What follows belongs to an exercise in optimizing a design on an open flow for small area, a short achievable clock period and few clock cycles per item; a production flow would make more cautious choices. RTL that was checked went through simulation tests only; none was proved equivalent to the original. Power is estimated from default activity; no workload was simulated.

exp/yarrow:
## decode_pipe_top
module decode_pipe_top (
    input  wire             clk,
    input  wire             reset,
    input  wire             in_valid,
    output logic            in_ready,
    input  wire [taurus_decode_pkg::xlen-1:0]  in_pc,
    input  wire [31:0]      in_inst,
    output logic            out_valid,
    input  wire             out_ready,
    output logic [taurus_decode_pkg::xlen-1:0] out_pc,
    output taurus_decode_pkg::inst_fmt_e       out_fmt,
    output logic [4:0]      out_rd,
    output logic [taurus_decode_pkg::xlen-1:0] out_imm,
    output logic [taurus_decode_pkg::xlen-1:0] out_target
);
==> module prefix_and, before the edit <==
module prefix_and #(
    parameter int width = 8
) (
    input  wire  [width-1:0] a,
    output logic [width-1:0] all
);
    localparam int levels = taurus_decode_pkg::ceil_log2(width);
    logic [width-1:0] t [0:levels];
    always_comb begin
        t[0] = {a[width-2:0], 1'b1};
        for (int l = 0; l < levels; l++) begin
            for (int i = 0; i < width; i++) begin
                if (i >= (1 << l)) begin
                    t[l+1][i] = t[l][i] & t[l][i - (1 << l)];
                end else begin
                    t[l+1][i] = t[l][i];
                end
            end
        end
    end
    assign all = t[levels];
endmodule
==> module prefix_adder, before the edit <==
module prefix_adder #(
    parameter int width = 8,
    parameter int style = 1
) (
    input  wire  [width-1:0] a,
    input  wire  [width-1:0] b,
    output logic [width-1:0] sum,
    output logic             cout
);
    localparam int levels = taurus_decode_pkg::ceil_log2(width);
    logic [width-1:0] g [0:levels];
    logic [width-1:0] p [0:levels];
    always_comb begin
        g[0] = a & b;
        p[0] = a ^ b;
        for (int l = 0; l < levels; l++) begin
            for (int i = 0; i < width; i++) begin
                if (style == 0) begin
                    if (i >= (1 << l)) begin
                        g[l+1][i] = g[l][i] | (p[l][i] & g[l][i - (1 << l)]);
                        p[l+1][i] = p[l][i] & p[l][i - (1 << l)];
                    end else begin
                        g[l+1][i] = g[l][i];
                        p[l+1][i] = p[l][i];
                    end
                end else begin
                    if ((i >> l) % 2 == 1) begin
                        g[l+1][i] = g[l][i] | (p[l][i] & g[l][((i >> l) << l) - 1]);
                        p[l+1][i] = p[l][i] & p[l][((i >> l) << l) - 1];
                    end else begin
                        g[l+1][i] = g[l][i];
                        p[l+1][i] = p[l][i];
                    end
                end
            end
        end
    end
    assign sum  = p[0] ^ {g[levels][width-2:0], 1'b0};
    assign cout = g[levels][width-1];
endmodule
export LEC_CHECK = 0
export CAP_MARGIN = 20
export CORE_MARGIN = 2
export CORE_UTILIZATION = 40
export SETUP_SLACK_MARGIN = 1.5
export SLEW_MARGIN = 20
create_clock -name core_clock -period 5.5 [get_ports {clk}]
run.sh (not shown) runs the stock make flow with config.mk's settings and CLKGATE_MAP_FILE= SYNTH_SCRIPT=/design/flow/synth_recipe.tcl, a recipe that flattens the netlist after the stock synthesis.
Testbench counts of exp/yarrow, summed over its fixed seeds: cycles 9,165, items 8,000.
Inputs modified between exp/yarrow and exp/maple:
--- a/flow/design.v
+++ b/flow/design.v
@@ -33,14 +33,4 @@
     localparam int entry_w = xlen + 25 + 3;
     localparam int record_w = entry_w + 31 + 3;
-    function automatic integer ceil_log2(input integer n);
-        integer r, i;
-        begin
-            r = 0;
-            for (i = 0; i < 31; i = i + 1) begin
-                if ((1 << i) < n) r = i + 1;
-            end
-            ceil_log2 = r;
-        end
-    endfunction
 endpackage
 `default_nettype wire
@@ -247,5 +237,5 @@
     output logic [width-1:0] all
 );
-    localparam int levels = taurus_decode_pkg::ceil_log2(width);
+    localparam int levels = $clog2(width);
     logic [width-1:0] t [0:levels];
     always_comb begin
@@ -272,5 +262,5 @@
     output logic             cout
 );
-    localparam int levels = taurus_decode_pkg::ceil_log2(width);
+    localparam int levels = $clog2(width);
     logic [width-1:0] g [0:levels];
     logic [width-1:0] p [0:levels];
==> summary.txt <==
- exp/yarrow → exp/maple: final worst slack saw little to no change, final cycle utilization of the critical path barely changed, wire length reported by the detailed router roughly the same, sequential-to-total area share from yosys stat essentially unchanged, overall power consumption was more or less identical.
- As far as first-pass GRT wire length goes, exp/maple and exp/yarrow are indistinguishable; the numbers are identical.
- Flip-flop and latch count came out exactly the same in exp/yarrow and exp/maple.
The RTL of exp/maple was laid out without a check of its function.

========
decode_pipe_top, a different RTL version from the one above (not shown whole).
For scale: roughly 1200 cells after synthesis, roughly 300 I/O pins, roughly 12000 sq um of cells after synthesis.
==> flow/design.v (excerpt) <==
module decode_pipe_top (
    input  wire             clk,
    input  wire             reset,
    input  wire             in_valid,
    output logic            in_ready,
    input  wire [taurus_decode_pkg::xlen-1:0]  in_pc,
    input  wire [31:0]      in_inst,
    output logic            out_valid,
    input  wire             out_ready,
    output logic [taurus_decode_pkg::xlen-1:0] out_pc,
    output taurus_decode_pkg::inst_fmt_e       out_fmt,
    output logic [4:0]      out_rd,
    output logic [taurus_decode_pkg::xlen-1:0] out_imm,
    output logic [taurus_decode_pkg::xlen-1:0] out_target
);
==> module target_hi_stage, before the edit <==
module target_hi_stage (
    input  wire  [63:32] in_pc,
    input  wire          inst31,
    input  wire          inc,
    input  wire          dec,
    input  wire          lui,
    output logic [63:32] out_target_hi
);
    logic [63:32] run;    
    prefix_and #(.width(32)) u_run (
        .a   (in_pc ^ {32{dec}}),
        .all (run)
    );
    assign out_target_hi = lui ? {32{inst31}} : in_pc ^ ({32{inc || dec}} & run);
endmodule
==> module prefix_and, before the edit <==
module prefix_and #(
    parameter int width = 8
) (
    input  wire  [width-1:0] a,
    output logic [width-1:0] all
);
    localparam int levels = taurus_decode_pkg::ceil_log2(width);
    logic [width-1:0] t [0:levels];
    always_comb begin
        t[0] = {a[width-2:0], 1'b1};
        for (int l = 0; l < levels; l++) begin
            for (int i = 0; i < width; i++) begin
                if ((i >> l) % 2 == 1) begin
                    t[l+1][i] = t[l][i] & t[l][((i >> l) << l) - 1];
                end else begin
                    t[l+1][i] = t[l][i];
                end
            end
        end
    end
    assign all = t[levels];
endmodule
Settings: LEC_CHECK=0, CAP_MARGIN=20, CORE_MARGIN=2, CORE_UTILIZATION=40, SETUP_SLACK_MARGIN=1.5, SLEW_MARGIN=20; clock period 5.5 ns.
standard.sh (not shown) runs the stock make flow with config.mk's settings and CLKGATE_MAP_FILE= SYNTH_SCRIPT=/design/flow/synth_recipe.tcl, a recipe that flattens the netlist after the stock synthesis.
==> flow/flow/run.sh <==
#!/bin/bash
# The standard layout (standard.sh) with three changes:
#  - the port buffers are the smallest buffer cell (buf_1), resized later as
#    timing needs;
#  - full adders are left to ABC instead of being extracted into adder cells;
#  - the upper-half and lower-half target logic are mapped on their own, so
#    that ABC keeps their depth short;
#  - the slow stacked AND/OR cells are kept out of mapping and resizing, on
#    top of the platform's own don't-use list.
# Each tool's full output is in the ORFS logs under orfs/logs; make's own
# output is in standard.log.
PLATFORM_DONT_USE="sky130_fd_sc_hd__probe_p_8 sky130_fd_sc_hd__probec_p_8 sky130_fd_sc_hd__lpflow_bleeder_1 sky130_fd_sc_hd__lpflow_clkbufkapwr_1 sky130_fd_sc_hd__lpflow_clkbufkapwr_16 sky130_fd_sc_hd__lpflow_clkbufkapwr_2 sky130_fd_sc_hd__lpflow_clkbufkapwr_4 sky130_fd_sc_hd__lpflow_clkbufkapwr_8 sky130_fd_sc_hd__lpflow_clkinvkapwr_1 sky130_fd_sc_hd__lpflow_clkinvkapwr_16 sky130_fd_sc_hd__lpflow_clkinvkapwr_2 sky130_fd_sc_hd__lpflow_clkinvkapwr_4 sky130_fd_sc_hd__lpflow_clkinvkapwr_8 sky130_fd_sc_hd__lpflow_decapkapwr_12 sky130_fd_sc_hd__lpflow_decapkapwr_3 sky130_fd_sc_hd__lpflow_decapkapwr_4 sky130_fd_sc_hd__lpflow_decapkapwr_6 sky130_fd_sc_hd__lpflow_decapkapwr_8 sky130_fd_sc_hd__lpflow_inputiso0n_1 sky130_fd_sc_hd__lpflow_inputiso0p_1 sky130_fd_sc_hd__lpflow_inputiso1n_1 sky130_fd_sc_hd__lpflow_inputiso1p_1 sky130_fd_sc_hd__lpflow_inputisolatch_1 sky130_fd_sc_hd__lpflow_isobufsrc_1 sky130_fd_sc_hd__lpflow_isobufsrc_16 sky130_fd_sc_hd__lpflow_isobufsrc_2 sky130_fd_sc_hd__lpflow_isobufsrc_4 sky130_fd_sc_hd__lpflow_isobufsrc_8 sky130_fd_sc_hd__lpflow_isobufsrckapwr_16 sky130_fd_sc_hd__lpflow_lsbuf_lh_hl_isowell_tap_1 sky130_fd_sc_hd__lpflow_lsbuf_lh_hl_isowell_tap_2 sky130_fd_sc_hd__lpflow_lsbuf_lh_hl_isowell_tap_4 sky130_fd_sc_hd__lpflow_lsbuf_lh_isowell_4 sky130_fd_sc_hd__lpflow_lsbuf_lh_isowell_tap_1 sky130_fd_sc_hd__lpflow_lsbuf_lh_isowell_tap_2 sky130_fd_sc_hd__lpflow_lsbuf_lh_isowell_tap_4"
SLOW=""
for c in a2111o a311o a32o a41o and4 and4b and4bb o2111a o311a o32a o41a or3 or3b or4 or4b or4bb maj3; do
  for n in 1 2 4; do SLOW="$SLOW sky130_fd_sc_hd__${c}_$n"; done
done
bash standard.sh BUFFER_PORTS_ARGS="-buffer_cell sky130_fd_sc_hd__buf_1" ADDER_MAP_FILE= \
  DONT_USE_CELLS="$PLATFORM_DONT_USE$SLOW" SYNTH_KEEP_MODULES="target_hi_stage target_calc_stage" finish > standard.log 2>&1
Rerun with:
--- a/flow/design.v
+++ b/flow/design.v
@@ -227,14 +227,19 @@
     input  wire          dec,
     input  wire          lui,
     output logic [63:32] out_target_hi
 );
-    logic [63:32] run;    
-    prefix_and #(.width(32)) u_run (
-        .a   (in_pc ^ {32{dec}}),
-        .all (run)
+    logic [63:32] ones, zeros;    
+    prefix_and #(.width(32)) u_ones (
+        .a   (in_pc),
+        .all (ones)
     );
-    assign out_target_hi = lui ? {32{inst31}} : in_pc ^ ({32{inc || dec}} & run);
+    prefix_and #(.width(32)) u_zeros (
+        .a   (~in_pc),
+        .all (zeros)
+    );
+    assign out_target_hi = lui ? {32{inst31}}
+                               : in_pc ^ (({32{inc}} & ones) | ({32{dec}} & zeros));
 endmodule
 module prefix_and #(
     parameter int width = 8
 ) (
@@ -246,10 +251,10 @@
     always_comb begin
         t[0] = {a[width-2:0], 1'b1};
         for (int l = 0; l < levels; l++) begin
             for (int i = 0; i < width; i++) begin
-                if ((i >> l) % 2 == 1) begin
-                    t[l+1][i] = t[l][i] & t[l][((i >> l) << l) - 1];
+                if (i >= (1 << l)) begin
+                    t[l+1][i] = t[l][i] & t[l][i - (1 << l)];
                 end else begin
                     t[l+1][i] = t[l][i];
                 end
             end
The new run ran to the end with no violations.
Fmax drops by about 1.2%.
Wire length increases by about 2.3%.
Clock skew hardly moves.
Die area rose by 1.3%.
Combinational power goes down by about 1%.
Clock-buffer cell count came out lower by 5.
Clock power decreases by about 3%.
Design area is about the same.
Total power fell by about 1.3%.
Worst setup slack gets worse by 0.048 ns.
Sequential power stays flat.
Via count rose by 2.2%.
First-iteration DRC count is higher by about 20%.
Hold slack barely changes.
Testbench counts after the change, summed over its fixed seeds: cycles 9,165, items 8,000.
For the first run of this note, only the layout was checked, not whether the RTL still works.

[afterwards: timing with drivers on the ports]
The flow's constraints put no driver on any port. The routed layouts listed below were extracted and timed again, unchanged, in two steps. Step 1 sets driving cells, clkbuf_16 on the clock port and buf_2 on the other inputs (assumed; they add their load-dependent delay and slew). Step 2 times the ports against the registers' clock, not the clock port: input delays grow and output delays shrink by t, the midpoint of the rising clock arrivals with the driver on. Slacks: no drivers / after step 1 / after step 2; pairs: no drivers / after step 1.
run	t, ns	setup WS [ns]	worst setup path after step 2	worst slew at a driven data input, ns
exp/yarrow	0.572	1.437 / 1.386 / 1.047	input to register	0.08
exp/maple	0.572	1.437 / 1.386 / 1.047	input to register	0.08
the first run of note 2	0.577	1.629 / 1.579 / 1.078	input to register	0.10
the second run of note 2	0.564	1.581 / 1.608 / 1.044	input to register	0.09
After both steps every run listed still meets setup and hold. For the first run of note 2, which loses most, drivers alone change the setup slack by -0.050 ns; drivers and shift together by -0.551 ns.
